Source: an optimization exercise on an open RTL-to-GDS flow (aim: small area). Production flows keep margins and buffers that such runs may drop. In this exercise RTL edits were held to simulation tests only and were not proved equivalent to the original. Power and IR drop assume default switching activity.

<file path="flow/constraint.sdc">
create_clock -name core_clock -period 6.0 [get_ports {clock}]
set_input_delay 1.2000 -clock core_clock [delete_from_list [all_inputs] [get_ports {clock}]]
set_output_delay 1.2000 -clock core_clock [all_outputs]
set_load 0.01 [all_outputs]
</file>
<file path="flow/standard.sh">
#!/bin/bash
# synth_recipe.tcl (not shown) runs the flow's synth.tcl, then flattens the netlist and writes it again
# the make line also repeats each setting of config.mk as NAME=value (left out here)
make -C /OpenROAD-flow-scripts/flow DESIGN_CONFIG=/design/flow/config.mk WORK_HOME=/design/flow/orfs CLKGATE_MAP_FILE= SYNTH_SCRIPT=/design/flow/synth_recipe.tcl "${@:-finish}"
</file>
<file path="flow/config.mk">
export PLATFORM = sky130hd
export DESIGN_NAME = mc_fifo
export DESIGN_NICKNAME = mc_fifo
export VERILOG_FILES = /design/flow/design.v
export SDC_FILE = /design/flow/constraint.sdc
export NUM_CORES = 4
export LEC_CHECK = 0
export CAP_MARGIN = 20
export CORE_MARGIN = 2
export CORE_UTILIZATION = 80
export SLEW_MARGIN = 20
export SYNTH_HIERARCHICAL = 1
export SYNTH_MINIMUM_KEEP_SIZE = 0
</file>
<file path="flow/design.v">
module mc_fifo #(
    parameter int NUM_CHANNELS      = 4,
    parameter int BUFFER_SIZE       = 16,
    parameter int DATA_WIDTH        = 32,
    parameter int ALMOST_FULL_LEVEL = 14,
    localparam int LEVEL_WIDTH      = $clog2(BUFFER_SIZE + 1)
) (
    input  logic                                clock,
    input  logic                                rst_n,
    input  logic [NUM_CHANNELS*DATA_WIDTH-1:0]  data_in,
    input  logic [NUM_CHANNELS-1:0]             data_in_valid,
    output logic [NUM_CHANNELS-1:0]             data_in_full,
    output logic [NUM_CHANNELS-1:0]             data_in_almost_full,
    output logic [NUM_CHANNELS*DATA_WIDTH-1:0]  data_out,
    output logic [NUM_CHANNELS-1:0]             data_out_valid,
    input  logic [NUM_CHANNELS-1:0]             data_out_ack,
    input  logic [NUM_CHANNELS-1:0]             flush,
    output logic [NUM_CHANNELS*LEVEL_WIDTH-1:0] level,
    output logic [NUM_CHANNELS-1:0]             overflow
);
    localparam logic [LEVEL_WIDTH-1:0] LVL_FULL = LEVEL_WIDTH'(BUFFER_SIZE);
    localparam logic [LEVEL_WIDTH-1:0] LVL_AF   = LEVEL_WIDTH'(ALMOST_FULL_LEVEL);
    localparam bit                     LVL_POW2 = (BUFFER_SIZE == (1 << (LEVEL_WIDTH - 1)));
    for (genvar c = 0; c < NUM_CHANNELS; c++) begin : g_ch
        logic [DATA_WIDTH-1:0]  mem [BUFFER_SIZE];
        logic [LEVEL_WIDTH-1:0] lvl_q;
        logic [LEVEL_WIDTH-1:0] lvl_d;
        logic                   ovf_q;
        logic                   full;
        logic                   valid;
        logic                   push;
        logic                   pop;
        logic [BUFFER_SIZE-1:0] sel;
        logic [DATA_WIDTH-1:0]  head;
        if (LVL_POW2) begin : g_full_top
            assign full = lvl_q[LEVEL_WIDTH-1];
        end else begin : g_full_cmp
            assign full = (lvl_q == LVL_FULL);
        end
        assign valid = (lvl_q != '0);
        assign push = data_in_valid[c] & ~full & ~flush[c];
        assign pop  = valid & data_out_ack[c] & ~flush[c];
        logic                   up;
        logic                   dn;
        logic [LEVEL_WIDTH-1:0] cu;
        logic [LEVEL_WIDTH-1:0] cd;
        assign up = push & ~pop;
        assign dn = pop & ~push;
        always_comb begin
            cu[0] = up;
            cd[0] = dn;
            for (int i = 1; i < LEVEL_WIDTH; i++) begin
                cu[i] = cu[i-1] & lvl_q[i-1];
                cd[i] = cd[i-1] & ~lvl_q[i-1];
            end
            if (flush[c])
                lvl_d = '0;
            else
                lvl_d = lvl_q ^ (cu | cd);
        end
        always_ff @(posedge clock or negedge rst_n) begin
            if (!rst_n) begin
                lvl_q <= '0;
                ovf_q <= 1'b0;
            end else begin
                lvl_q <= lvl_d;
                if (flush[c])
                    ovf_q <= 1'b0;
                else if (data_in_valid[c] && full)
                    ovf_q <= 1'b1;
            end
        end
        always_ff @(posedge clock) begin
            if (push) begin
                mem[0] <= data_in[c*DATA_WIDTH +: DATA_WIDTH];
                for (int i = 1; i < BUFFER_SIZE; i++)
                    mem[i] <= mem[i-1];
            end
        end
        mc_fifo_dec #(
            .BUFFER_SIZE(BUFFER_SIZE),
            .LEVEL_WIDTH(LEVEL_WIDTH)
        ) u_dec (
            .lvl(lvl_q),
            .sel(sel)
        );
        for (genvar b = 0; b < DATA_WIDTH; b++) begin : g_bit
            logic [BUFFER_SIZE-1:0] col;
            for (genvar i = 0; i < BUFFER_SIZE; i++) begin : g_row
                assign col[i] = mem[i][b];
            end
            mc_fifo_ohmux #(.N(BUFFER_SIZE)) u_mux (
                .sel(sel),
                .d  (col),
                .y  (head[b])
            );
        end
        assign data_out[c*DATA_WIDTH +: DATA_WIDTH] = head;
        assign level[c*LEVEL_WIDTH +: LEVEL_WIDTH]  = lvl_q;
        assign data_in_full[c]                      = full;
        assign data_in_almost_full[c]               = (lvl_q >= LVL_AF);
        assign data_out_valid[c]                    = valid;
        assign overflow[c]                          = ovf_q;
    end
endmodule
module mc_fifo_dec #(
    parameter int BUFFER_SIZE = 16,
    parameter int LEVEL_WIDTH = 5
) (
    input  logic [LEVEL_WIDTH-1:0] lvl,
    output logic [BUFFER_SIZE-1:0] sel
);
    localparam bit POW2 = (BUFFER_SIZE == (1 << (LEVEL_WIDTH - 1)));
    if (POW2 && LEVEL_WIDTH == 5) begin : g_16
        logic [3:0] lo_n;
        logic [3:0] hi_n;
        mc_fifo_predec_n u_lo (.a(lvl[1:0]), .y_n(lo_n));
        mc_fifo_predec_n u_hi (.a(lvl[3:2]), .y_n(hi_n));
        for (genvar i = 0; i < BUFFER_SIZE - 1; i++) begin : g_row
            mc_fifo_nor2 u_nor (
                .a(lo_n[(i + 1) % 4]),
                .b(hi_n[(i + 1) / 4]),
                .y(sel[i])
            );
        end
        assign sel[BUFFER_SIZE-1] = lvl[LEVEL_WIDTH-1];
    end else if (POW2) begin : g_pow2
        always_comb begin
            for (int i = 0; i < BUFFER_SIZE - 1; i++)
                sel[i] = (lvl[LEVEL_WIDTH-2:0] == (LEVEL_WIDTH-1)'(i + 1));
            sel[BUFFER_SIZE-1] = lvl[LEVEL_WIDTH-1];
        end
    end else begin : g_any
        always_comb
            for (int i = 0; i < BUFFER_SIZE; i++)
                sel[i] = (lvl == LEVEL_WIDTH'(i + 1));
    end
endmodule
module mc_fifo_ohmux #(
    parameter int N = 16
) (
    input  logic [N-1:0] sel,
    input  logic [N-1:0] d,
    output logic         y
);
    localparam int NF = N / 3;           
    localparam int NR = N - 3 * NF;      
    localparam int NG = NF + (NR != 0);  
    logic [NG-1:0] n;
    for (genvar g = 0; g < NF; g++) begin : g_grp
        mc_fifo_aoi222 u_aoi (
            .a0(sel[3*g]),   .b0(d[3*g]),
            .a1(sel[3*g+1]), .b1(d[3*g+1]),
            .a2(sel[3*g+2]), .b2(d[3*g+2]),
            .y (n[g])
        );
    end
    if (NR == 1) begin : g_r1
        mc_fifo_nand2 u_nand (.a(sel[N-1]), .b(d[N-1]), .y(n[NG-1]));
    end else if (NR == 2) begin : g_r2
        mc_fifo_aoi22 u_aoi (
            .a0(sel[N-2]), .b0(d[N-2]),
            .a1(sel[N-1]), .b1(d[N-1]),
            .y (n[NG-1])
        );
    end
    if (NG > 4) begin : g_wide
        logic rest;
        mc_fifo_and #(.W(NG - 3)) u_and (.a(n[NG-1:3]), .y(rest));
        mc_fifo_nand #(.W(4)) u_nand (.a({rest, n[2:0]}), .y(y));
    end else begin : g_narrow
        mc_fifo_nand #(.W(NG)) u_nand (.a(n), .y(y));
    end
endmodule
module mc_fifo_aoi222 (
    input  logic a0, b0, a1, b1, a2, b2,
    output logic y
);
    assign y = ~((a0 & b0) | (a1 & b1) | (a2 & b2));
endmodule
module mc_fifo_aoi22 (
    input  logic a0, b0, a1, b1,
    output logic y
);
    assign y = ~((a0 & b0) | (a1 & b1));
endmodule
module mc_fifo_nand2 (
    input  logic a, b,
    output logic y
);
    assign y = ~(a & b);
endmodule
module mc_fifo_and #(
    parameter int W = 2
) (
    input  logic [W-1:0] a,
    output logic         y
);
    assign y = &a;
endmodule
module mc_fifo_nand #(
    parameter int W = 2
) (
    input  logic [W-1:0] a,
    output logic         y
);
    assign y = ~&a;
endmodule
module mc_fifo_predec_n (
    input  logic [1:0] a,
    output logic [3:0] y_n
);
    for (genvar k = 0; k < 4; k++) begin : g_k
        mc_fifo_neq2 #(.K(k)) u_neq (.a(a), .y(y_n[k]));
    end
endmodule
module mc_fifo_neq2 #(
    parameter int K = 0
) (
    input  logic [1:0] a,
    output logic       y
);
    assign y = (a != 2'(K));
endmodule
module mc_fifo_nor2 (
    input  logic a, b,
    output logic y
);
    assign y = ~(a | b);
endmodule
</file>
<file path="flow/flow/run.sh">
#!/bin/bash
# Layout flow: the standard ORFS flow with three changes that only affect
# buffering:
#  - port buffers use the smallest buffer cell (every port still gets one);
#  - CTS uses small clock buffers with larger sink clusters, and inserts no
#    dummy loads.
# The full output of the flow goes to flow_standard.log in this folder; ORFS
# keeps each step's own log under orfs/logs.
set -euo pipefail
export BUFFER_PORTS_ARGS="-buffer_cell sky130_fd_sc_hd__buf_1"
export CTS_ARGS="-sink_clustering_enable -repair_clock_nets -dont_use_dummy_load -buf_list {sky130_fd_sc_hd__clkbuf_8} -sink_clustering_size 18 -sink_clustering_max_diameter 60"
bash standard.sh finish > flow_standard.log 2>&1
</file>
==> run summary, run 1 <==
* Post-Syn Instances at 3,344
* Setup Viol. Count Final at 0
* RSZ-0062 raised after global routing: false
* IO Count at just over 300
* Slew HR at 20.0%
* Int Pwr at between 20 and 25 mW
* Post-layout util at 86.6%
* Max-Cap Viols at 0
* Port Buffer Count at roughly 310
* Most used DFF post-synth: edfxtp_1
* GPL Wtd Cong at slightly above 0.8
* Antenna-violating nets left at 0
* Cells after DPL at roughly 4,900
* CTS root buf: clkbuf_8
* Crit path time final at 5.00 ns
* Final Net Count at approximately 4,000
* WHS at about 0.43 ns
* Vias in the first global route at between 30,000 and 40,000
* Post-CTS sizing at 0
* Router iterations before antenna repair at 10
* Mean Syn Cell Area at approximately 22 µm²
* Clock Sinks at ~2,100
* Area growth, synth to finish at 7.61%
* Slew Limit Fails at 0
* Synth warn at 11
* GR Util All Layers at between 30 and 40%
* Crit path launch type: flop
* WP data required at between 4 and 5 ns
* Starting Density at around 80%
* CTS clock-pin slew for the worst setup and hold paths at around 0.10 ns
* Total CTS buffers at 136
* Die ar. at about 0.093 mm²
* Filler cells at 3,600
* Max IR drop VDD at ~0.32 mV
* Actual slew at the worst max-slew pin at around 1.2 ns
* Cell taking the most area after synthesis: edfxtp_1
* Detailed-route wire length per cell at 31.8 µm
* Async set-reset flop share out of synthesis at 1.16%
* Leakage power at around 24 nW
* Core Rows at between 100 and 150
* Synth unique cells at 32
* Setup TNS at 0 ns
* Worst min path class: reg -> reg
* Die W at just over 300 µm
* Drc violations at 0
* Setup Buffers After CTS at 0
* H-tree Lvls at 4
* Routed wire length at about 160,000 µm
* Switch share at around a quarter
* Synth Register Bits at around 2,100
* Switching power at about 7.0 mW
* Peak Freq at about 0.2 GHz
* Crit share post-route at 83.4%
* Die Height at slightly above 300 µm
* Ratio of cells with drive above 1 in the final layout at 7.64%
* Synthesized Nets at approximately 3,500
* Power per cell area at ~350 mW/mm²
* Global-route wire length before repair at 235,000 µm
* Sequential power share at 65.1%
* CTS tree: done
* Seq/Total Area, Yosys at 86.0%
* Hpwl dp at around 91,000 µm
* Via-per-instance ratio at about 7.9
* 1st-iter DRT viols at approximately 9,000
* Post-synth EDFFs at just over 2,000
* Status: finished clean
* Combinational group share of total power at around an eighth
* Final-report hold violation count at 0
* Hold-fix buffers, CTS at 0
* DR vias at 39,495
* Arrival time worst endpoint at 3.80 ns
* Total power at around 27 mW
* Non-filler cells, final at between 4,000 and 5,000
* Clk pwr share at between 20 and 25%
* Largest net degree at the start of global routing at ~230
* Initial antenna violation count at 7
* Setup crit end kind: output pin
* CP Class: reg -> out
* Global route overflow at 0
* Post-synthesis cell area at 0.0722 mm²
* Clock tree buffer depth at 3
* Worst-Skew Late Latency at between 0.8 and 0.9 ns
* Share of the synthesized area in the top cell type at a little under nine tenths
* Top post-synthesis cells by area: edfxtp_1 85%, a222oi_1 8.9%, and3_1 1.1%, nand4_1 1.1%, dfrtp_1 0.83%
* Core area at roughly 0.09 mm²
* CP max FO at 18
* Worst Clk Skew at about 0.047 ns
state kept, by name (all words and copies together), names as in the netlist:
register	cells
g_ch.mem	2048
g_ch.lvl_q	20
g_ch.ovf_q	4
cell usage after synthesis, drive strengths merged (16+ instances only):
cell type  count
and3         132
nand2        140
nand2b        16
edfxtp      2048
nand4        128
nor2          80
a222oi       640
dfrtp         24
nor3          16
buf           24
per-module statistics from Yosys (local to each module, per instance), excerpt:
module | cells inside | flip-flops and latches
mc_fifo_nand2 | 1 | 0
mc_fifo_nor2 | 1 | 0
mc_fifo_aoi222 | 1 | 0
mc_fifo | 2224 | 2072
final cells by class:
class,instances,area (µm²),area share (%)
tap,1176,1470,1.89
timing repair buffer,369,1980,2.55
antenna,2,5.00,0.00644
inverter,4,15.0,0.0193
multi-input combinational,1240,10200,13.2
clock buffer,136,1870,2.41
sequential,2072,62100,80.0
final timing paths:
check	cells after the start	start	slack, ns	to
min in group asynchronous	1	rst_n	0.45	g_ch[1].lvl_q[0]
max in group asynchronous	1	rst_n	4.99	g_ch[0].lvl_q[3]
min reg2reg	0	g_ch[2].mem[9][26]	0.43	g_ch[2].mem[10][26]
min	0	g_ch[2].mem[9][26]	0.43	g_ch[2].mem[10][26]
max	6	g_ch[3].lvl_q[0]	1.0	data_out[120]
max reg2reg	5	g_ch[1].lvl_q[4]	2.43	g_ch[1].mem[14][5]
worst max-delay path, cell delays in order (launching register included):
cell and delay (ns):
dfrtp_1 0.55, nand2b_1 0.37, nor2_2 0.84, buf_4 0.48, a222oi_1 0.18, nand4_1 0.28, buf_1 0.21
layer usage:
| layer | part of all wire (%) | routed length (µm) | GRT usage [%] |
|---|---|---|---|
| met1 | 35 | 55900 | 48.4 |
| met2 | 48 | 77000 | 53.1 |
| met3 | 13 | 20800 | 7.33 |
| met4 | 3.4 | 5480 | 12.9 |
| met5 | 0.047 | 75 | 0 |
logic make-up after synthesis:
| kind of cell | synth area share [%] |
|---|---|
| AO/OA/AOI/OAI | 9.07 |
| multiplexers | 0.139 |
| adder cells (fa/ha/maj) | 0.139 |
| buffers and inverters | 0.312 |
| XOR/XNOR | 0.146 |
| AND/OR/NAND/NOR | 4.16 |
| flip-flops | 86.0 |
cell usage in the layout (no fill, tap or decap), drive strengths merged, types with 8 or more instances in the layout:
| cell type | count |
|---|---|
| xor2 | 8 |
| edfxtp | 2048 |
| nand2b | 16 |
| nand4 | 128 |
| or2 | 8 |
| clkbuf | 137 |
| nor2 | 80 |
| nand2 | 140 |
| nor3b | 8 |
| dfrtp | 24 |
| a222oi | 640 |
| nor3 | 16 |
| buf | 368 |
| and3 | 132 |
| ha | 8 |
| o21ai | 8 |
stage by stage:
step | instance area, µm² | setup slack, ns
after floorplan | 72300 | -0.230
after global placement | 75400 | 2.14
after detailed placement | 75600 | 2.03
after CTS | 77400 | 1.08
after global routing | 77700 | 0.924
final | 77700 | 0.995
power by group through the flow:
stage / combinational, mW / clock (mW) / sequential, mW
5_1_grt: 3.61 / 6.52 / 17.8
2_1_floorplan: 1.90 / 0 / 17.8
3_5_place_dp: 3.33 / 0 / 18.0
6_report: 3.44 / 6.04 / 17.7
3_3_place_gp: 3.19 / 0 / 17.9
4_1_cts: 3.34 / 6.09 / 17.7
==> run 2: changes to the inputs <==
--- a/flow/config.mk
+++ b/flow/config.mk
@@ -7,6 +7,6 @@
 export LEC_CHECK = 0
-export CAP_MARGIN = 20
+export CAP_MARGIN = 0
 export CORE_MARGIN = 2
 export CORE_UTILIZATION = 80
-export SLEW_MARGIN = 20
+export SLEW_MARGIN = 0
 export SYNTH_HIERARCHICAL = 1
==> run summary, run 2 <==
* Status: finished clean
* Area growth, synth to finish at 7.06%
* Post-Syn Instances at 3,344 (unchanged)
* Register area at 0.0621 mm² (unchanged)
* Die W at 304 µm (unchanged)
* Global-route wire length before repair at 236,000 µm (+0.21%)
* Final non-filler cell area at 0.0773 mm² (-0.51%)
* Combinational group share of total power at 12.5% (-0.2 points)
* Share of the synthesized area in the top cell type at 85.2% (unchanged)
* Synth warn at 11 (unchanged)
* Via-per-instance ratio at 7.95 (+0.63%)
* Max reg flops at 2,048 (unchanged)
* Arrival time worst endpoint at 3.83 ns (+0.03 ns)
* Commonest non-fill, non-tap cell in the layout: edfxtp_1
* Most used DFF post-synth: edfxtp_1
* Core Rows at 110 (unchanged)
* Mean Syn Cell Area at 21.6 µm² (unchanged)
* Total power at 27.1 mW (-0.12%)
* Switching power at 7.03 mW (+0.34%)
* Leading cell types by count after synthesis: 2,048 x edfxtp_1, 640 x a222oi_1, 140 x nand2_1
* Final-report hold violation count at 0 (unchanged)
* Final Net Count at 3,954 (-0.48%)
* Drc violations at 0 (unchanged)
* DR vias at 39,599 (+0.26%)
* Area after DPL at 0.0754 mm² (-0.21%)
* Max-Cap Viols at 0 (unchanged)
* Async set-reset flop share out of synthesis at 1.16% (unchanged)
* Biggest register: g_ch.mem
* WP data required at 4.80 ns (about the same)
* Crit path launch type: flop
* Power per cell area at 351 mW/mm² (+0.40%)
* Worst path max stage delay at 0.94 ns (+0.10 ns)
* Synth unique cells at 32 (unchanged)
* Hpwl dp at 90,300 µm (-1.3%)
* Peak Freq at 0.199 GHz (-0.40%)
* Total CTS buffers at 135 (-0.74%)
* Buf+Inv Stages, Crit Path at 1 (-1)
* Ratio of cells with drive above 1 in the final layout at 7.18% (-0.46 points)
* Setup Buffers After CTS at 0 (unchanged)
* Slew Limit Fails at 0 (unchanged)
* Actual slew at the worst max-slew pin at 1.33 ns (+0.132 ns)
* Vias in the first global route at 39,166 (+0.36%)
* Cell taking the most area after synthesis: edfxtp_1
* Seq/Total Area, Yosys at 86.0% (unchanged)
* Synth Register Bits at 2,072 (unchanged)
* Global route overflow at 0 (unchanged)
* RSZ-0062 raised after global routing: false
* IO Count at 306 (unchanged)
* Router iterations before antenna repair at 13 (+3)
* Setup TNS at 0 ns (unchanged)
* Sequential power share at 65.2% (about the same)
* Synthesized Nets at 3,494 (unchanged)
* Worst Clk Skew at 0.0395 ns (-0.00752 ns)
* Clock Sinks at 2,072 (unchanged)
* Setup crit end kind: output pin
* CP max FO at 32 (+14)
* Routed wire length at 160,000 µm (+0.32%)
* Die ar. at 0.0926 mm² (unchanged)
* Multi-input gate area at 0.0102 mm² (unchanged)
* Crit path time final at 5.03 ns (+0.0201 ns)
* CTS tree: done
* Highest-delay cell along the critical path: nor2_4
* Crit share post-route at 83.8% (+0.34 points)
* CTS clock-pin slew for the worst setup and hold paths at 0.11 ns (about the same)
* Post-synth EDFFs at 2,048 (unchanged)
* Critical path, cell by cell: nand2b_1, nor2_4, a222oi_1, and3_1, nand4_1, buf_1
* Clk pwr share at 22.3% (about the same)
* Initial antenna violation count at 6 (-1)
* Core area at 0.0897 mm² (unchanged)
* WHS at 0.426 ns (-0.00666 ns)
* H-tree Lvls at 4 (unchanged)
* Die Height at 304 µm (unchanged)
* 1st-iter DRT viols at 9,411 (+4.3%)
* Filler cells at 3,703 (+2.9%)
* Max IR drop VDD at 0.355 mV (+10%)
* Port Buffer Count at 305 (unchanged)
* Commonest cells after routing, fill and taps aside: 2,048 x edfxtp_1, 640 x a222oi_1, 304 x buf_1
* Largest net degree at the start of global routing at 226 (unchanged)
* Leakage power at 23.4 nW (-0.74%)
* CP Class: reg -> out
* Starting Density at 80.4% (unchanged)
* Int Pwr at 20.1 mW (-0.28%)
* Largest delay contributor family on the critical path: simple AND/OR/NAND/NOR gates
* Top-count cell post-synth: edfxtp_1
* Clock tree buffer depth at 3 (unchanged)
* Antenna-violating nets left at 0 (unchanged)
* Worst min path class: in -> async
* Top post-synthesis cells by area: edfxtp_1 85%, a222oi_1 8.9%, and3_1 1.1%, nand4_1 1.1%, dfrtp_1 0.83%
* Hold-fix buffers, CTS at 0 (unchanged)
* Slew HR at 11.2% (-8.8 points)
* Switch share at 25.9% (+0.12 points)
* Detailed-route wire length per cell at 32.1 µm (+0.68%)
* Top flop regs: g_ch.mem x2048, g_ch.lvl_q x20, g_ch.ovf_q x4
* CTS root buf: clkbuf_8
* Worst-Skew Late Latency at 0.87 ns (about the same)
* Setup Viol. Count Final at 0 (unchanged)
* Post-CTS sizing at 0 (unchanged)
* GPL Wtd Cong at 0.823 (unchanged)
* Post-synthesis cell area at 0.0722 mm² (unchanged)
* GR Util All Layers at 34.0% (+0.14 points)
## run 2: cell counts after synthesis
No cell type changed its count.
## run 2: worst paths after layout
path / startpoint / end / slack [ns] / cells past startpoint
worst max-delay path: g_ch[2].lvl_q[0] / data_out[64] / 0.97 / 6
worst min-delay path: rst_n / g_ch[0].lvl_q[2] / 0.43 / 1
worst max register to register: g_ch[1].lvl_q[4] / g_ch[1].mem[0][31] / 2.46 / 4
worst min register to register: g_ch[3].mem[6][22] / g_ch[3].mem[7][22] / 0.43 / 0
max in group asynchronous: rst_n / g_ch[2].lvl_q[0] / 5.02 / 1
min in group core_clock: g_ch[3].mem[6][22] / g_ch[3].mem[7][22] / 0.43 / 0
## run 2: power groups by stage
stage	Combinational, mW	Sequential, mW	Clock (mW)
4_1_cts	3.32	17.7	6.10
2_1_floorplan	1.90	17.8	0
5_1_grt	3.54	17.8	6.54
6_report	3.38	17.7	6.05
3_5_place_dp	3.30	18.0	0
3_3_place_gp	3.19	17.9	0
## run 2: per-module statistics from Yosys (local to each module, per instance), excerpt
module          cell area [µm²]  flops+latches  times used  cells
mc_fifo_nand2              3.75              0         128      1
mc_fifo_aoi222             10.0              0         640      1
mc_fifo_nor2               3.75              0          60      1
mc_fifo                   63300           2072           1   2224
## run 2: cell families after synthesis
family | share of synthesized area (%)
fa+ha+maj | 0.139
buf+inv | 0.312
xor+xnor | 0.146
flops | 86.0
simple gates | 4.16
mux | 0.139
compound gates | 9.07
## run 2: per-stage QoR
stage	setup WS, ns	cells	utilization, %
final	0.975	4981	86.1
after global routing	0.897	4980	86.1
after CTS	1.05	4978	86.1
after detailed placement	2.01	4843	84.0
after global placement	2.14	4843	84.0
after floorplan	-0.230	3344	-
## run 2: final cells by class
cell class	instances	area share, %
sequential	2072	80.4
tap	1176	1.90
antenna	3	0.00972
multi-input combinational	1240	13.2
timing repair buffer	351	2.06
clock buffer	135	2.40
inverter	4	0.0194
## run 2: layer usage
metal | track usage, % | vias to the layer above | routed length [µm]
met5 | 0 | - | 63
met4 | 13.3 | 10 | 5550
met3 | 8.02 | 403 | 22100
met2 | 52.6 | 3473 | 76600
met1 | 48.7 | 19647 | 55400
li1 | - | 16066 | -
==> run 3: changes to the inputs <==
--- a/flow/flow/run.sh
+++ b/flow/flow/run.sh
@@ -10,3 +10,3 @@
 export BUFFER_PORTS_ARGS="-buffer_cell sky130_fd_sc_hd__buf_1"
-export CTS_ARGS="-sink_clustering_enable -repair_clock_nets -dont_use_dummy_load -buf_list {sky130_fd_sc_hd__clkbuf_8} -sink_clustering_size 18 -sink_clustering_max_diameter 60"
+export CTS_ARGS="-sink_clustering_enable -repair_clock_nets -dont_use_dummy_load -buf_list {sky130_fd_sc_hd__clkbuf_4} -sink_clustering_size 10 -sink_clustering_max_diameter 40"
 bash standard.sh finish > flow_standard.log 2>&1
==> run summary, run 3 <==
* Post-Syn Instances at 3,344 (unchanged)
* CTS clock-pin slew for the worst setup and hold paths at 0.11 ns (about the same)
* Non-filler cells, final at 5,084 (+2.1%)
* Highest-delay cell along the critical path: nor2_2
* Worst Setup SP: g_ch[3].lvl_q[2]
* RSZ-0062 raised after global routing: false
* Dpl ws at 2.01 ns (unchanged)
* Leading cell types by count after synthesis: 2,048 x edfxtp_1, 640 x a222oi_1, 140 x nand2_1
* Top flop regs: g_ch.mem x2048, g_ch.lvl_q x20, g_ch.ovf_q x4
* Worst Reg-to-Reg Cells at 4 (unchanged)
* Post-synthesis cell area at 0.0722 mm² (unchanged)
* Peak Freq at 0.190 GHz (-4.7%)
* Commonest non-fill, non-tap cell in the layout: edfxtp_1
* Initial antenna violation count at 6 (unchanged)
* IO Count at 306 (unchanged)
* Synthesized Nets at 3,494 (unchanged)
* Total power at 26.9 mW (-0.78%)
* Share of the synthesized area in the top cell type at 85.2% (unchanged)
* Crit path launch type: flop
* Die Height at 304 µm (unchanged)
* Mean Syn Cell Area at 21.6 µm² (unchanged)
* Post-synth EDFFs at 2,048 (unchanged)
* Biggest register: g_ch.mem
* Area growth, synth to finish at 6.90%
* Final-report hold violation count at 0 (unchanged)
* Via-per-instance ratio at 7.87 (-0.95%)
* Post-CTS sizing at 0 (unchanged)
* Top post-synthesis cells by area: edfxtp_1 85%, a222oi_1 8.9%, and3_1 1.1%, nand4_1 1.1%, dfrtp_1 0.83%
* GR Util All Layers at 34.0% (+0.055 points)
* RR Startpoint: g_ch[1].lvl_q[4]
* Setup crit end kind: output pin
* Status: finished clean
* Register area at 0.0621 mm² (unchanged)
* Seq/Total Area, Yosys at 86.0% (unchanged)
* Setup Buffers After CTS at 0 (unchanged)
* Router iterations before antenna repair at 10 (-3)
* Worst path max stage delay at 0.92 ns (-0.02 ns)
* Clock Sinks at 2,072 (unchanged)
* Setup TNS at 0 ns (unchanged)
* Port Buffer Count at 305 (unchanged)
* Die W at 304 µm (unchanged)
* Vias in the first global route at 39,956 (+2.0%)
* Synth unique cells at 32 (unchanged)
* Commonest cells after routing, fill and taps aside: 2,048 x edfxtp_1, 640 x a222oi_1, 304 x buf_1
* Multi-input gate area at 0.0102 mm² (unchanged)
* Power per cell area at 349 mW/mm² (-0.64%)
* CP Class: reg -> out
* WHS at 0.116 ns (-0.311 ns)
* R2R setup slack at 2.43 ns (-0.03 ns)
* Critical Path Sink: data_out[116]
* Crit path time final at 5.27 ns (+0.246 ns)
* Global-route wire length before repair at 237,000 µm (+0.52%)
* Critical path, cell by cell: nand2b_1, nor2_2, buf_4, a222oi_1, nand4_1, buf_1
* Crit share post-route at 87.9% (+4.1 points)
* Max IR drop VDD at 0.286 mV (-19%)
* Slew Limit Fails at 0 (unchanged)
* Worst-Skew Late Latency at 1.18 ns (+0.31 ns)
* Arrival time worst endpoint at 4.07 ns (+0.24 ns)
* H-tree Lvls at 4 (unchanged)
* Routed wire length at 159,000 µm (-0.13%)
* Top-count cell post-synth: edfxtp_1
* Leakage power at 23.5 nW (+0.37%)
* Area after DPL at 0.0754 mm² (unchanged)
* 1st-iter DRT viols at 9,278 (-1.4%)
* Final non-filler cell area at 0.0772 mm² (-0.14%)
* Async set-reset flop share out of synthesis at 1.16% (unchanged)
* Global route overflow at 0 (unchanged)
* Core Rows at 110 (unchanged)
* RR Endpoint: g_ch[1].mem[6][29]
* Detailed-route wire length per cell at 31.4 µm (-2.2%)
* CTS root buf: clkbuf_4
* Max reg flops at 2,048 (unchanged)
* Die ar. at 0.0926 mm² (unchanged)
* Final worst slack at 0.728 ns (-0.246 ns)
* Post-layout util at 86.0% (-0.12 points)
* Synth warn at 11 (unchanged)
* Cell taking the most area after synthesis: edfxtp_1
* Most used DFF post-synth: edfxtp_1
* Clock tree buffer depth at 3 (unchanged)
* Worst min path class: in -> async
* Worst Clk Skew at 0.0578 ns (+0.0183 ns)
* Largest net degree at the start of global routing at 226 (unchanged)
* CP max FO at 17 (-47%)
* GPL Wtd Cong at 0.823 (unchanged)
* Cells after DPL at 4,843 (unchanged)
* Total CTS buffers at 230 (+70%)
* CTS tree: done
* Hpwl dp at 90,300 µm (unchanged)
* Slew HR at 10.8% (-0.41 points)
* Hold-fix buffers, CTS at 0 (unchanged)
* Final Net Count at 4,049 (+2.4%)
* Max-Cap Viols at 0 (unchanged)
* Ratio of cells with drive above 1 in the final layout at 9.44% (+2.3 points)
* Actual slew at the worst max-slew pin at 1.34 ns (+0.00611 ns)
* WP data required at 4.80 ns (about the same)
* Filler cells at 3,791 (+2.4%)
* Antenna-violating nets left at 0 (unchanged)
* Starting Density at 80.4% (unchanged)
* Drc violations at 0 (unchanged)
* Synth Register Bits at 2,072 (unchanged)
* Setup Viol. Count Final at 0 (unchanged)
* Core area at 0.0897 mm² (unchanged)
* DR vias at 40,034 (+1.1%)
[run 3: cell counts after synthesis]
Identical to the previous run, type by type.
[run 3: how the worst min path moves through the flow]
stage / cells past startpoint / to / startpoint / slack, ns
finish: 1 / g_ch[1].lvl_q[3] / rst_n / 0.12
global placement: 0 / g_ch[2].mem[4][22] / g_ch[2].mem[3][22] / 0.43
floorplan: 0 / g_ch[0].mem[10][0] / g_ch[0].mem[9][0] / 0.43
CTS: 1 / g_ch[3].lvl_q[4] / rst_n / 0.03
detailed placement: 0 / g_ch[0].mem[14][6] / g_ch[0].mem[13][6] / 0.43
global route: 1 / g_ch[3].lvl_q[4] / rst_n / 0.07
[run 3: worst max-delay path: cells and delay by family, from the launching register on]
kind / cells / cell delay, ns
and+or+nand+nor: 3 / 1.46
buffers and inverters: 2 / 0.65
DFF: 1 / 0.64
AOI/OAI and AO/OA: 1 / 0.15
[run 3: power breakdown]
group	switching (mW)	internal, mW
logic	2.42	0.953
registers	0.582	17.1
clock network	4.11	1.75
[run 3: modules after synthesis (local to each module, per instance), excerpt]
| module | times used | flip-flops and latches | cell area (µm²) | cells |
|---|---|---|---|---|
| mc_fifo_nand2 | 128 | 0 | 3.75 | 1 |
| mc_fifo | 1 | 2072 | 63300 | 2224 |
| mc_fifo_aoi222 | 640 | 0 | 10.0 | 1 |
| mc_fifo_nor2 | 60 | 0 | 3.75 | 1 |
[run 3: logic make-up (layout without fill, tap and decap cells)]
logic type | Yosys count | count (layout) | synth area share (%)
buffers and inverters | 32 | 585 | 0.312
other | 0 | 11 | 0
adders and majority gates | 8 | 8 | 0.139
xor gates and xnor gates | 12 | 12 | 0.146
and+or+nand+nor | 552 | 552 | 4.16
AOI/OAI and AO/OA | 660 | 660 | 9.07
muxes | 8 | 8 | 0.139
DFF | 2072 | 2072 | 86.0
[run 3: final cells by class]
type	count	share of cell area (%)
clock buffer	230	2.24
antenna	11	0.0357
multi-input combinational	1240	13.3
timing repair buffer	351	2.06
sequential	2072	80.5
tap	1176	1.91
inverter	4	0.0195
[run 3: layer usage]
layer / GRT usage (%) / wire length (µm) / up-vias
met5: 0 / 45 / -
met4: 14.0 / 5180 / 8
met3: 8.43 / 22000 / 400
met2: 52.1 / 76400 / 3458
met1: 48.6 / 55800 / 19794
li1: - / - / 16374
==> run 4: changes to the inputs <==
--- a/flow/config.mk
+++ b/flow/config.mk
@@ -10,2 +10,3 @@
 export CORE_UTILIZATION = 80
+export GPL_TIMING_DRIVEN = 0
 export SLEW_MARGIN = 0
==> run summary, run 4 <==
* Global route overflow at 0 (unchanged)
* Post-synth EDFFs at 2,048 (unchanged)
* Clock Sinks at 2,072 (unchanged)
* Max reg flops at 2,048 (unchanged)
* Worst Reg-to-Reg Cells at 6 (+2)
* Post-synthesis cell area at 0.0722 mm² (unchanged)
* Top-count cell post-synth: edfxtp_1
* Crit path time final at 5.00 ns (-0.273 ns)
* Max IR drop VDD at 0.265 mV (-7.2%)
* Synth warn at 11 (unchanged)
* Vias in the first global route at 41,535 (+4.0%)
* Synth unique cells at 32 (unchanged)
* Top post-synthesis cells by area: edfxtp_1 85%, a222oi_1 8.9%, and3_1 1.1%, nand4_1 1.1%, dfrtp_1 0.83%
* Core Rows at 110 (unchanged)
* CTS tree: done
* Worst-Skew Late Latency at 1.14 ns (-0.04 ns)
* Post-layout util at 88.3% (+2.3 points)
* R2R setup slack at 2.79 ns (+0.36 ns)
* CTS clock-pin slew for the worst setup and hold paths at 0.11 ns (about the same)
* Clock tree buffer depth at 3 (unchanged)
* Post-CTS sizing at 0 (unchanged)
* Power per cell area at 344 mW/mm² (-1.4%)
* Seq/Total Area, Yosys at 86.0% (unchanged)
* Share of the synthesized area in the top cell type at 85.2% (unchanged)
* Highest-delay cell along the critical path: dfrtp_1
* Critical path, cell by cell: nand2b_1, nor2_4, buf_16, a222oi_1, nand4_1, buf_1
* CTS root buf: clkbuf_4
* Arrival time worst endpoint at 3.80 ns (-0.27 ns)
* Async set-reset flop share out of synthesis at 1.16% (unchanged)
* Largest family of logic cells by synthesized area: compound AO/OA/AOI/OAI gates
* Actual slew at the worst max-slew pin at 0.837 ns (-0.498 ns)
* Drc violations at 0 (unchanged)
* Final non-filler cell area at 0.0792 mm² (+2.7%)
* Crit path launch type: flop
* DR vias at 40,829 (+2.0%)
* Synth Register Bits at 2,072 (unchanged)
* Router iterations before antenna repair at 12 (+2)
* Commonest non-fill, non-tap cell in the layout: edfxtp_1
* RSZ-0062 raised after global routing: false
* Die W at 304 µm (unchanged)
* GPL Wtd Cong at 0.843 (+2.4%)
* RR Endpoint: g_ch[2].mem[8][19]
* GR Util All Layers at 35.6% (+1.5 points)
* Setup Viol. Count Final at 0 (unchanged)
* Post-Syn Instances at 3,344 (unchanged)
* Biggest register: g_ch.mem
* Post-synthesis mux area share at 0.139% (unchanged)
* Ratio of cells with drive above 1 in the final layout at 11.1% (+1.6 points)
* Xor/xnor cell area share of the yosys netlist at 0.146% (unchanged)
* Max-Cap Viols at 0 (unchanged)
* Most used DFF post-synth: edfxtp_1
* Port Buffer Count at 301 (-1.3%)
* Total CTS buffers at 229 (-0.43%)
* Synthesized Nets at 3,494 (unchanged)
* Post-Synth Simple-Gate Area at 4.16% (unchanged)
* Cell taking the most area after synthesis: edfxtp_1
* Setup Buffers After CTS at 0 (unchanged)
* IO Count at 306 (unchanged)
* Leading cell types by count after synthesis: 2,048 x edfxtp_1, 640 x a222oi_1, 140 x nand2_1
* 1st-iter DRT viols at 9,191 (-0.94%)
* Setup crit end kind: output pin
* Detailed-route wire length per cell at 32.2 µm (+2.8%)
* Status: finished clean
* Area growth, synth to finish at 9.77%
* Hpwl dp at 100,000 µm (+11%)
* Top flop regs: g_ch.mem x2048, g_ch.lvl_q x20, g_ch.ovf_q x4
* Leakage power at 24.3 nW (+3.4%)
* Adder-cell area share of the yosys netlist at 0.139% (unchanged)
* Die ar. at 0.0926 mm² (unchanged)
* Final-report hold violation count at 0 (unchanged)
* H-tree Lvls at 4 (unchanged)
* Worst Clk Skew at 0.0589 ns (+0.00109 ns)
* Hold-fix buffers, CTS at 0 (unchanged)
* Die Height at 304 µm (unchanged)
* Routed wire length at 166,000 µm (+4.1%)
* Slew Limit Fails at 0 (unchanged)
* Area after DPL at 0.0775 mm² (+2.8%)
* Slew HR at 44.0% (+33 points)
* Final Net Count at 4,115 (+1.6%)
* Antenna-violating nets left at 0 (unchanged)
* Largest net degree at the start of global routing at 87 (-62%)
* Starting Density at 80.4% (unchanged)
* WP data required at 4.80 ns (about the same)
* CP max FO at 17 (unchanged)
* Commonest cells after routing, fill and taps aside: 2,048 x edfxtp_1, 640 x a222oi_1, 300 x buf_1
* Worst min path class: in -> async
* Post-synthesis compound-gate area fraction at 9.07% (unchanged)
* Mean Syn Cell Area at 21.6 µm² (unchanged)
* Worst path max stage delay at 0.67 ns (-0.25 ns)
* Core area at 0.0897 mm² (unchanged)
* Via-per-instance ratio at 7.93 (+0.70%)
* Peak Freq at 0.200 GHz (+5.5%)
* CP Class: reg -> out
* Initial antenna violation count at 14 (+8)
* Global-route wire length before repair at 246,000 µm (+3.9%)
* Crit share post-route at 83.3% (-4.6 points)
* RR Startpoint: g_ch[2].lvl_q[4]
-- run 4: cell count changes in the layout (fill, tap and decap cells not counted), moves of 4 or more --
| cell | previous run | this run |
|---|---|---|
| buf_12 | 8 | 43 |
| buf_6 | 0 | 4 |
| clkbuf_16 | 0 | 4 |
| buf_16 | 0 | 46 |
| buf_1 | 304 | 300 |
| nor2_2 | 23 | 0 |
| nor2_4 | 41 | 64 |
| buf_4 | 38 | 20 |
-- run 4: critical path, delay by kind of cell, from the launching register on --
family                 cells  cell delay (ns)
AO/OA/AOI/OAI              1             0.47
flip-flops                 1             0.67
AND/OR/NAND/NOR            3             1.07
buffers and inverters      2             0.45
-- run 4: power by group --
group	total (mW)	internal, mW	switching [mW]
sequential	17.7	17.1	0.583
clock	5.84	1.75	4.09
combinational	3.75	1.19	2.55
total	27.2	20.0	7.23
-- run 4: cell type report --
cell class	count	area (µm²)
flip-flops and latches	2072	62100
fillers	3268	10500
multi-input cells	1240	10300
repair buffers	390	3260
clock buffers	229	1720
well taps	1176	1470
plain buffers	28	295
diodes	10	25.0
inverters	4	15.0
-- run 4: routing by layer --
layer	wire length (µm)	share of wire (%)	global-route usage, %	vias up
met5	102	0.061	0	-
met4	6720	4.0	16.0	16
met3	24400	15	10.2	561
met2	79800	48	55.7	3796
met1	55000	33	47.7	19946
li1	-	-	-	16510
-- run 4: kinds of logic after synthesis --
family | Yosys count
buffers and inverters | 32
flip-flops | 2072
XOR/XNOR | 12
AO/OA/AOI/OAI | 660
adder cells (fa/ha/maj) | 8
multiplexers | 8
AND/OR/NAND/NOR | 552
-- run 4: Yosys stat by module (local to each module, per instance), excerpt --
module | times used | cell area, µm² | cells
mc_fifo_nor2 | 60 | 3.75 | 1
mc_fifo_aoi222 | 640 | 10.0 | 1
mc_fifo | 1 | 63300 | 2224
mc_fifo_nand2 | 128 | 3.75 | 1
-- run 4: how the worst max path moves through the flow --
stage | from | endpoint | slack, ns | depth (start not counted)
finish | g_ch[3].lvl_q[1] | data_out[112] | 1.00 | 6
global route | g_ch[3].lvl_q[1] | data_out[112] | 0.89 | 6
CTS | g_ch[3].lvl_q[1] | data_out[112] | 0.95 | 6
detailed placement | flush[2] | g_ch[2].mem[10][9] | 2.04 | 7
global placement | data_in_valid[3] | g_ch[3].lvl_q[4] | -1.05 | 6
floorplan | flush[0] | g_ch[0].lvl_q[4] | -0.23 | 7
-- run 4: metrics by stage --
step	setup WS [ns]	power, mW	setup TNS (ns)	cells	hold WS [ns]
finish	1.00	27.2	0	5149	0.150
global route	0.886	28.0	0	5146	0.0930
CTS	0.945	27.2	0	5139	0.0263
detailed placement	2.04	21.6	0	4910	0.431
global placement	-1.05	21.1	-433.03	4821	0.430
floorplan	-0.230	19.7	-1.20	3344	0.425
==> run 5: changes to the inputs <==
--- a/flow/config.mk
+++ b/flow/config.mk
@@ -10,2 +10,3 @@
 export CORE_UTILIZATION = 80
+export GPL_ROUTABILITY_DRIVEN = 0
 export GPL_TIMING_DRIVEN = 0
==> run summary, run 5 <==
* Status: finished clean
* Die ar. at 0.0926 mm² (unchanged)
* Crit share post-route at 83.3% (unchanged)
* Actual slew at the worst max-slew pin at 0.837 ns (unchanged)
* Arrival time worst endpoint at 3.80 ns (about the same)
* Power per cell area at 344 mW/mm² (unchanged)
* Leakage power at 24.3 nW (unchanged)
* Starting Density at 80.4% (unchanged)
* Commonest cells after routing, fill and taps aside: 2,048 x edfxtp_1, 640 x a222oi_1, 300 x buf_1
* Crit path launch type: flop
* CP Class: reg -> out
* Combinational group share of total power at 13.8% (about the same)
* 1st-iter DRT viols at 9,191 (unchanged)
* Synthesized Nets at 3,494 (unchanged)
* Hpwl dp at 100,000 µm (unchanged)
* Die W at 304 µm (unchanged)
* Most used DFF post-synth: edfxtp_1
* CP max FO at 17 (unchanged)
* Worst-Skew Late Latency at 1.14 ns (about the same)
* Setup Buffers After CTS at 0 (unchanged)
* Worst Clk Skew at 0.0589 ns (unchanged)
* WP data required at 4.80 ns (about the same)
* Post-layout util at 88.3% (unchanged)
* Ratio of cells with drive above 1 in the final layout at 11.1% (unchanged)
* Largest net degree at the start of global routing at 87 (unchanged)
* R2R setup slack at 2.79 ns (about the same)
* Worst min path class: in -> async
* Post-CTS sizing at 0 (unchanged)
* Max IR drop VDD at 0.265 mV (unchanged)
* Commonest non-fill, non-tap cell in the layout: edfxtp_1
* Total CTS buffers at 229 (unchanged)
* Routed wire length at 166,000 µm (unchanged)
* RR Endpoint: g_ch[2].mem[8][19]
* Detailed-route wire length per cell at 32.2 µm (unchanged)
* WHS at 0.150 ns (unchanged)
* Seq/Total Area, Yosys at 86.0% (unchanged)
* Area growth, synth to finish at 9.77% (unchanged)
* Hold-fix buffers, CTS at 0 (unchanged)
* Setup TNS at 0 ns (unchanged)
* Core Rows at 110 (unchanged)
* Clk pwr share at 21.4% (about the same)
* RSZ-0062 raised after global routing: false
* Top flop regs: g_ch.mem x2048, g_ch.lvl_q x20, g_ch.ovf_q x4
* Biggest register: g_ch.mem
* Top post-synthesis cells by area: edfxtp_1 85%, a222oi_1 8.9%, and3_1 1.1%, nand4_1 1.1%, dfrtp_1 0.83%
* GR Util All Layers at 35.6% (unchanged)
* Antenna-violating nets left at 0 (unchanged)
* Max-Cap Viols at 0 (unchanged)
* DR vias at 40,829 (unchanged)
* Setup crit end kind: output pin
* Slew Limit Fails at 0 (unchanged)
* Global-route wire length before repair at 246,000 µm (unchanged)
* Global route overflow at 0 (unchanged)
* IO Count at 306 (unchanged)
* Final-report hold violation count at 0 (unchanged)
* Int Pwr at 20.0 mW (unchanged)
* Async set-reset flop share out of synthesis at 1.16% (unchanged)
* Leading cell types by count after synthesis: 2,048 x edfxtp_1, 640 x a222oi_1, 140 x nand2_1
* Crit path time final at 5.00 ns (unchanged)
* Worst Reg-to-Reg Cells at 6 (unchanged)
* Drc violations at 0 (unchanged)
* Peak Freq at 0.200 GHz (unchanged)
* RR Startpoint: g_ch[2].lvl_q[4]
* Synth warn at 11 (unchanged)
* Slew HR at 44.0% (unchanged)
* Initial antenna violation count at 14 (unchanged)
* Final Net Count at 4,115 (unchanged)
* CTS root buf: clkbuf_4
* Sequential power share at 64.8% (about the same)
* Setup Viol. Count Final at 0 (unchanged)
* H-tree Lvls at 4 (unchanged)
* Final non-filler cell area at 0.0792 mm² (unchanged)
* CTS tree: done
* Top-count cell post-synth: edfxtp_1
* Area after DPL at 0.0775 mm² (unchanged)
* Cell taking the most area after synthesis: edfxtp_1
* Share of the synthesized area in the top cell type at 85.2% (unchanged)
* Post-synth EDFFs at 2,048 (unchanged)
* Switching power at 7.23 mW (unchanged)
* Switch share at 26.5% (unchanged)
* Synth Register Bits at 2,072 (unchanged)
* Port Buffer Count at 301 (unchanged)
* Vias in the first global route at 41,535 (unchanged)
* Core area at 0.0897 mm² (unchanged)
* Post-Syn Instances at 3,344 (unchanged)
* Max reg flops at 2,048 (unchanged)
* Clock Sinks at 2,072 (unchanged)
* Post-synthesis cell area at 0.0722 mm² (unchanged)
* Mean Syn Cell Area at 21.6 µm² (unchanged)
* Synth unique cells at 32 (unchanged)
* Die Height at 304 µm (unchanged)
* CTS clock-pin slew for the worst setup and hold paths at 0.11 ns (about the same)
* Via-per-instance ratio at 7.93 (unchanged)
* Clock tree buffer depth at 3 (unchanged)
* Router iterations before antenna repair at 12 (unchanged)
## run 5: cell counts after synthesis
No cell type changed its count.
## run 5: layout make-up
class,instances,area [µm²]
Sequential cell,2072,62100
Fill cell,3268,10500
Multi-Input combinational cell,1240,10300
Timing Repair Buffer,390,3260
Clock buffer,229,1720
Tap cell,1176,1470
Buffer,28,295
Antenna cell,10,25.0
Inverter,4,15.0
## run 5: cell families (layout without fill, tap and decap cells)
group / after synthesis / after routing / synth area share, %
DFF: 2072 / 2072 / 86.0
AOI/OAI and AO/OA: 660 / 660 / 9.07
and+or+nand+nor: 552 / 552 / 4.16
buffers and inverters: 32 / 651 / 0.312
xor gates and xnor gates: 12 / 12 / 0.146
adders and majority gates: 8 / 8 / 0.139
muxes: 8 / 8 / 0.139
other: 0 / 10 / 0
## run 5: through the flow
stage	worst slack [ns]	cells	total power, mW
floorplan	-0.230	3344	19.7
global placement	-1.05	4821	21.1
detailed placement	2.04	4910	21.6
CTS	0.945	5139	27.2
global route	0.886	5146	28.0
finish	1.00	5149	27.2
## run 5: worst max-delay path by stage
stage,from,to,slack [ns],depth (start not counted)
after floorplan,flush[0],g_ch[0].lvl_q[4],-0.23,7
after global routing,g_ch[3].lvl_q[1],data_out[112],0.89,6
final,g_ch[3].lvl_q[1],data_out[112],1.00,6
after global placement,data_in_valid[3],g_ch[3].lvl_q[4],-1.05,6
after CTS,g_ch[3].lvl_q[1],data_out[112],0.95,6
after detailed placement,flush[2],g_ch[2].mem[10][9],2.04,7
## run 5: metal layers
layer / GRT usage [%] / vias to the layer above / routed length, µm
li1: - / 16510 / -
met1: 47.7 / 19946 / 55000
met2: 55.7 / 3796 / 79800
met3: 10.2 / 561 / 24400
met4: 16.0 / 16 / 6720
met5: 0 / - / 102
## run 5: Yosys stat by module (local to each module, per instance), a selection
| module | cells inside | flops+latches |
|---|---|---|
| mc_fifo_aoi222 | 1 | 0 |
| mc_fifo_nor2 | 1 | 0 |
| mc_fifo | 2224 | 2072 |
| mc_fifo_nand2 | 1 | 0 |
## run 5: power by group through the flow
| stage | Sequential [mW] | Clock (mW) | Combinational, mW |
|---|---|---|---|
| final | 17.7 | 5.84 | 3.75 |
| after detailed placement | 17.9 | 0 | 3.66 |
| after global routing | 17.7 | 6.38 | 3.90 |
| after CTS | 17.6 | 5.91 | 3.67 |
| after floorplan | 17.8 | 0 | 1.90 |
| after global placement | 18.0 | 0 | 3.14 |
## run 5: critical path, cell delays in order (launching register included)
cell,delay (ns)
dfrtp_1,0.67
nand2b_1,0.48
nor2_4,0.23
buf_16,0.23
a222oi_1,0.47
nand4_1,0.36
buf_1,0.22
==> run 6: changes to the inputs <==
--- a/flow/design.v
+++ b/flow/design.v
@@ -20,5 +20,2 @@
 );
-    localparam logic [LEVEL_WIDTH-1:0] LVL_FULL = LEVEL_WIDTH'(BUFFER_SIZE);
-    localparam logic [LEVEL_WIDTH-1:0] LVL_AF   = LEVEL_WIDTH'(ALMOST_FULL_LEVEL);
-    localparam bit                     LVL_POW2 = (BUFFER_SIZE == (1 << (LEVEL_WIDTH - 1)));
     for (genvar c = 0; c < NUM_CHANNELS; c++) begin : g_ch
@@ -31,31 +28,23 @@
         logic                   push;
-        logic                   pop;
         logic [BUFFER_SIZE-1:0] sel;
         logic [DATA_WIDTH-1:0]  head;
-        if (LVL_POW2) begin : g_full_top
-            assign full = lvl_q[LEVEL_WIDTH-1];
-        end else begin : g_full_cmp
-            assign full = (lvl_q == LVL_FULL);
-        end
-        assign valid = (lvl_q != '0);
-        assign push = data_in_valid[c] & ~full & ~flush[c];
-        assign pop  = valid & data_out_ack[c] & ~flush[c];
-        logic                   up;
-        logic                   dn;
-        logic [LEVEL_WIDTH-1:0] cu;
-        logic [LEVEL_WIDTH-1:0] cd;
-        assign up = push & ~pop;
-        assign dn = pop & ~push;
-        always_comb begin
-            cu[0] = up;
-            cd[0] = dn;
-            for (int i = 1; i < LEVEL_WIDTH; i++) begin
-                cu[i] = cu[i-1] & lvl_q[i-1];
-                cd[i] = cd[i-1] & ~lvl_q[i-1];
-            end
-            if (flush[c])
-                lvl_d = '0;
-            else
-                lvl_d = lvl_q ^ (cu | cd);
-        end
+        logic                   ovf_d;
+        logic                   afull;
+        mc_fifo_ctrl #(
+            .BUFFER_SIZE      (BUFFER_SIZE),
+            .ALMOST_FULL_LEVEL(ALMOST_FULL_LEVEL),
+            .LEVEL_WIDTH      (LEVEL_WIDTH)
+        ) u_ctrl (
+            .lvl_q (lvl_q),
+            .ovf_q (ovf_q),
+            .wr    (data_in_valid[c]),
+            .ack   (data_out_ack[c]),
+            .flush (flush[c]),
+            .lvl_d (lvl_d),
+            .ovf_d (ovf_d),
+            .push  (push),
+            .full  (full),
+            .afull (afull),
+            .valid (valid)
+        );
         always_ff @(posedge clock or negedge rst_n) begin
@@ -66,6 +55,3 @@
                 lvl_q <= lvl_d;
-                if (flush[c])
-                    ovf_q <= 1'b0;
-                else if (data_in_valid[c] && full)
-                    ovf_q <= 1'b1;
+                ovf_q <= ovf_d;
             end
@@ -100,3 +86,3 @@
         assign data_in_full[c]                      = full;
-        assign data_in_almost_full[c]               = (lvl_q >= LVL_AF);
+        assign data_in_almost_full[c]               = afull;
         assign data_out_valid[c]                    = valid;
@@ -230 +216,51 @@
 endmodule
+module mc_fifo_ctrl #(
+    parameter int BUFFER_SIZE       = 16,
+    parameter int ALMOST_FULL_LEVEL = 14,
+    parameter int LEVEL_WIDTH       = 5
+) (
+    input  logic [LEVEL_WIDTH-1:0] lvl_q,
+    input  logic                   ovf_q,
+    input  logic                   wr,
+    input  logic                   ack,
+    input  logic                   flush,
+    output logic [LEVEL_WIDTH-1:0] lvl_d,
+    output logic                   ovf_d,
+    output logic                   push,
+    output logic                   full,
+    output logic                   afull,
+    output logic                   valid
+);
+    localparam logic [LEVEL_WIDTH-1:0] LVL_FULL = LEVEL_WIDTH'(BUFFER_SIZE);
+    localparam logic [LEVEL_WIDTH-1:0] LVL_AF   = LEVEL_WIDTH'(ALMOST_FULL_LEVEL);
+    localparam bit                     LVL_POW2 = (BUFFER_SIZE == (1 << (LEVEL_WIDTH - 1)));
+    logic pop;
+    if (LVL_POW2) begin : g_full_top
+        assign full = lvl_q[LEVEL_WIDTH-1];
+    end else begin : g_full_cmp
+        assign full = (lvl_q == LVL_FULL);
+    end
+    assign valid = (lvl_q != '0);
+    assign afull = (lvl_q >= LVL_AF);
+    assign push = wr & ~full & ~flush;
+    assign pop  = valid & ack & ~flush;
+    logic                   up;
+    logic                   dn;
+    logic [LEVEL_WIDTH-1:0] cu;
+    logic [LEVEL_WIDTH-1:0] cd;
+    assign up = push & ~pop;
+    assign dn = pop & ~push;
+    always_comb begin
+        cu[0] = up;
+        cd[0] = dn;
+        for (int i = 1; i < LEVEL_WIDTH; i++) begin
+            cu[i] = cu[i-1] & lvl_q[i-1];
+            cd[i] = cd[i-1] & ~lvl_q[i-1];
+        end
+        if (flush)
+            lvl_d = '0;
+        else
+            lvl_d = lvl_q ^ (cu | cd);
+    end
+    assign ovf_d = ~flush & (ovf_q | (wr & full));
+endmodule
--- a/flow/flow/run.sh
+++ b/flow/flow/run.sh
@@ -10,3 +10,3 @@
 export BUFFER_PORTS_ARGS="-buffer_cell sky130_fd_sc_hd__buf_1"
-export CTS_ARGS="-sink_clustering_enable -repair_clock_nets -dont_use_dummy_load -buf_list {sky130_fd_sc_hd__clkbuf_4} -sink_clustering_size 10 -sink_clustering_max_diameter 40"
+export CTS_ARGS="-sink_clustering_enable -repair_clock_nets -dont_use_dummy_load -buf_list {sky130_fd_sc_hd__clkbuf_8} -sink_clustering_size 18 -sink_clustering_max_diameter 60"
 bash standard.sh finish > flow_standard.log 2>&1
--- a/flow/config.mk
+++ b/flow/config.mk
@@ -10,4 +10,2 @@
 export CORE_UTILIZATION = 80
-export GPL_ROUTABILITY_DRIVEN = 0
-export GPL_TIMING_DRIVEN = 0
 export SLEW_MARGIN = 0
==> run summary, run 6 <==
* Status: finished clean
* Arrival time worst endpoint at 3.84 ns (+0.04 ns)
* Post-synthesis mux area share at 0.139% (about the same)
* Total power at 27.0 mW (-0.83%)
* Peak Freq at 0.199 GHz (-0.75%)
* Router iterations before antenna repair at 10 (-2)
* Cells after DPL at 4,845 (-1.3%)
* Setup TNS at 0 ns (unchanged)
* Worst Clk Skew at 0.0414 ns (-0.0175 ns)
* Post-synth EDFFs at 2,048 (unchanged)
* Post-synthesis compound-gate area fraction at 9.07% (about the same)
* Routed wl met3 at 21,000 µm (-14%)
* Adder-cell area share of the yosys netlist at 0.139% (about the same)
* Setup crit end kind: output pin
* CTS clock-pin slew for the worst setup and hold paths at 0.11 ns (about the same)
* Initial antenna violation count at 6 (-8)
* Seq/Total Area, Yosys at 86.0% (about the same)
* Die W at 304 µm (about the same)
* Port Buffer Count at 305 (+1.3%)
* Leakage power at 23.4 nW (-3.6%)
* Post-synthesis cell area at 0.0722 mm² (about the same)
* Largest net degree at the start of global routing at 188 (+120%)
* Post-CTS sizing at 0 (unchanged)
* Area after DPL at 0.0755 mm² (-2.6%)
* Area growth, synth to finish at 7.10%
* Die Height at 304 µm (about the same)
* Max IR drop VDD at 0.269 mV (+1.5%)
* Mean Syn Cell Area at 21.6 µm² (about the same)
* Share of the synthesized area in the top cell type at 85.2% (about the same)
* Post-Synth Simple-Gate Area at 4.16% (about the same)
* DRT met1 WL at 55,300 µm (+0.64%)
* Clock tree buffer depth at 3 (unchanged)
* Hpwl dp at 89,200 µm (-11%)
* IO Count at 306 (unchanged)
* Cell taking the most area after synthesis: edfxtp_1
* WHS at 0.418 ns (+0.268 ns)
* Clock Sinks at 2,072 (unchanged)
* WP data required at 4.80 ns (about the same)
* Commonest non-fill, non-tap cell in the layout: edfxtp_1
* Drc violations at 0 (unchanged)
* GPL Wtd Cong at between 0.8 and 0.9
* Worst-Skew Late Latency at 0.85 ns (-0.29 ns)
* Synthesized Nets at 3,498 (+0.11%)
* RSZ-0062 raised after global routing: false
* Setup Viol. Count Final at 0 (unchanged)
* DR vias at 39,468 (-3.3%)
* Crit share post-route at 83.9% (+0.63 points)
* Final non-filler cell area at 0.0773 mm² (-2.4%)
* H-tree Lvls at 4 (unchanged)
* Synth warn at 12 (+1)
* Max reg flops at 2,048 (unchanged)
* R2R setup slack at 3.02 ns (+0.23 ns)
* Commonest cells after routing, fill and taps aside: 2,048 x edfxtp_1, 640 x a222oi_1, 304 x buf_1
* Top flop regs: g_ch.mem x2048, g_ch.lvl_q x20, g_ch.ovf_q x4
* CTS root buf: clkbuf_8
* Dpl ws at 1.91 ns (-0.129 ns)
* Async set-reset flop share out of synthesis at 1.16% (unchanged)
* Crit path launch type: flop
* Vias in the first global route at 38,834 (-6.5%)
* Core area at 0.0897 mm² (unchanged)
* Synth unique cells at 32 (unchanged)
* Core Rows at 110 (unchanged)
* Synth Register Bits at 2,072 (unchanged)
* Most used DFF post-synth: edfxtp_1
* Routed wire length at 157,000 µm (-5.3%)
* Antenna-violating nets left at 0 (unchanged)
* Non-filler cells, final at 4,983 (-3.2%)
* Final worst slack at 0.964 ns (-0.0376 ns)
* Slew HR at 10.9% (-33 points)
* Starting Density at 80.5% (about the same)
* CP Class: reg -> out
* CTS tree: done
* Total CTS buffers at 135 (-41%)
* Filler cells at 3,578 (+9.5%)
* Ratio of cells with drive above 1 in the final layout at 7.26% (-3.8 points)
* Final Net Count at 3,956 (-3.9%)
* Actual slew at the worst max-slew pin at 1.33 ns (+0.497 ns)
* Biggest register: g_ch.mem
* Power per cell area at 349 mW/mm² (+1.6%)
* Global-route wire length before repair at 233,000 µm (-5.3%)
* Metal2 WL at 75,600 µm (-5.2%)
* Post-Syn Instances at 3,348 (+0.12%)
* Global route overflow at 0 (unchanged)
* Largest family of logic cells by synthesized area: compound AO/OA/AOI/OAI gates
* Hold-fix buffers, CTS at 0 (unchanged)
* Post-layout util at 86.2% (-2.1 points)
* Final-report hold violation count at 0 (unchanged)
* Slew Limit Fails at 0 (unchanged)
* Crit path time final at 5.04 ns (+0.0376 ns)
* Top-count cell post-synth: edfxtp_1
* 1st-iter DRT viols at 9,323 (+1.4%)
* Via-per-instance ratio at 7.92 (-0.11%)
* Leading cell types by count after synthesis: 2,048 x edfxtp_1, 640 x a222oi_1, 140 x nand2_1
* Detailed-route wire length per cell at 31.6 µm (-2.1%)
* CP max FO at 15 (-2)
* Xor/xnor cell area share of the yosys netlist at 0.146% (about the same)
* Setup Buffers After CTS at 0 (unchanged)
* Die ar. at 0.0927 mm² (about the same)
* Max-Cap Viols at 0 (unchanged)
* Uppermost layer routed: met5
* Top post-synthesis cells by area: edfxtp_1 85%, a222oi_1 8.9%, and3_1 1.1%, nand4_1 1.1%, dfrtp_1 0.83%
* GR Util All Layers at 33.5% (-2.1 points)
* Worst min path class: reg -> reg
## run 6: changes by cell type after synthesis, sizes merged
cell  change
buf       +4
## run 6: layout make-up
class	instances	area (µm²)	area share (%)
clock buffer	135	1860	2.40
tap	1176	1470	1.90
timing repair buffer	353	1630	2.11
inverter	4	15.0	0.0194
antenna	3	7.51	0.00971
sequential	2072	62100	80.3
multi-input combinational	1240	10300	13.3
## run 6: report_power, final
group          internal (mW)  total, mW  switching [mW]
sequential              17.1       17.7           0.581
clock                   2.03       5.98            3.95
combinational          0.962       3.37            2.40
total                   20.1       27.0            6.93
## run 6: Yosys stat by module, one instance, submodules excluded, a selection
module	flip-flops and latches	copies in the design	cells
mc_fifo_nand2	0	128	1
mc_fifo	2072	1	2088
mc_fifo_nor2	0	60	1
mc_fifo_aoi222	0	640	1
## run 6: per-layer routing
metal | GRT usage (%) | up-vias
li1 | - | 16074
met1 | 47.6 | 19649
met2 | 52.7 | 3349
met3 | 7.52 | 388
met4 | 12.4 | 8
met5 | 0 | -
## run 6: worst max-delay path: stages, from the launching register on
cell	delay (ns)
dfrtp_1	0.56
nand2b_1	0.35
nor2_2	0.93
buf_4	0.35
buf_4	0.27
a222oi_1	0.10
nand4_1	0.23
buf_1	0.20
## run 6: path summary, 6_finish.rpt
path / startpoint / end / cells after the start
worst min register to register: g_ch[3].mem[2][20] / g_ch[3].mem[3][20] / 0
max in group asynchronous: rst_n / g_ch[0].lvl_q[2] / 1
worst min-delay path: g_ch[3].mem[2][20] / g_ch[3].mem[3][20] / 0
worst max-delay path: g_ch[1].lvl_q[0] / data_out[42] / 7
min in group asynchronous: rst_n / g_ch[3].lvl_q[1] / 1
worst max register to register: g_ch[1].lvl_q[4] / g_ch[1].mem[13][14] / 3
## run 6: cells by family after synthesis
group | Yosys count
buffers and inverters | 36
AOI/OAI and AO/OA | 660
DFF | 2072
adders and majority gates | 8
muxes | 8
and+or+nand+nor | 552
xor gates and xnor gates | 12

## port drivers added, routing unchanged
The flow's constraints put no driver on any port. The routed layouts listed below were extracted and timed again, unchanged, in two steps. Step 1, drivers: a clkbuf_16 drives clock and a buf_2 each remaining input, both assumed. Step 2 times the ports against the registers' clock, not the clock port: input delays grow and output delays shrink by t, the midpoint of the rising clock arrivals with the driver on. Slacks: no drivers / after step 1 / after step 2; pairs: no drivers / after step 1.
run | t, ns | setup WS [ns] | worst slew at a driven data input, ns
run 1 | 0.911 | 0.995 / 0.922 / 1.833 | 0.24
run 2 | 0.923 | 0.975 / 0.901 / 1.824 | 0.24
run 3 | 1.221 | 0.728 / 0.655 / 1.876 | 0.24
run 4 | 1.188 | 1.002 / 0.932 / 2.010 | 0.28
run 5 | 1.188 | 1.002 / 0.932 / 2.010 | 0.28
run 6 | 0.895 | 0.964 / 0.894 / 1.789 | 0.27
After both steps every run listed still meets setup and hold.
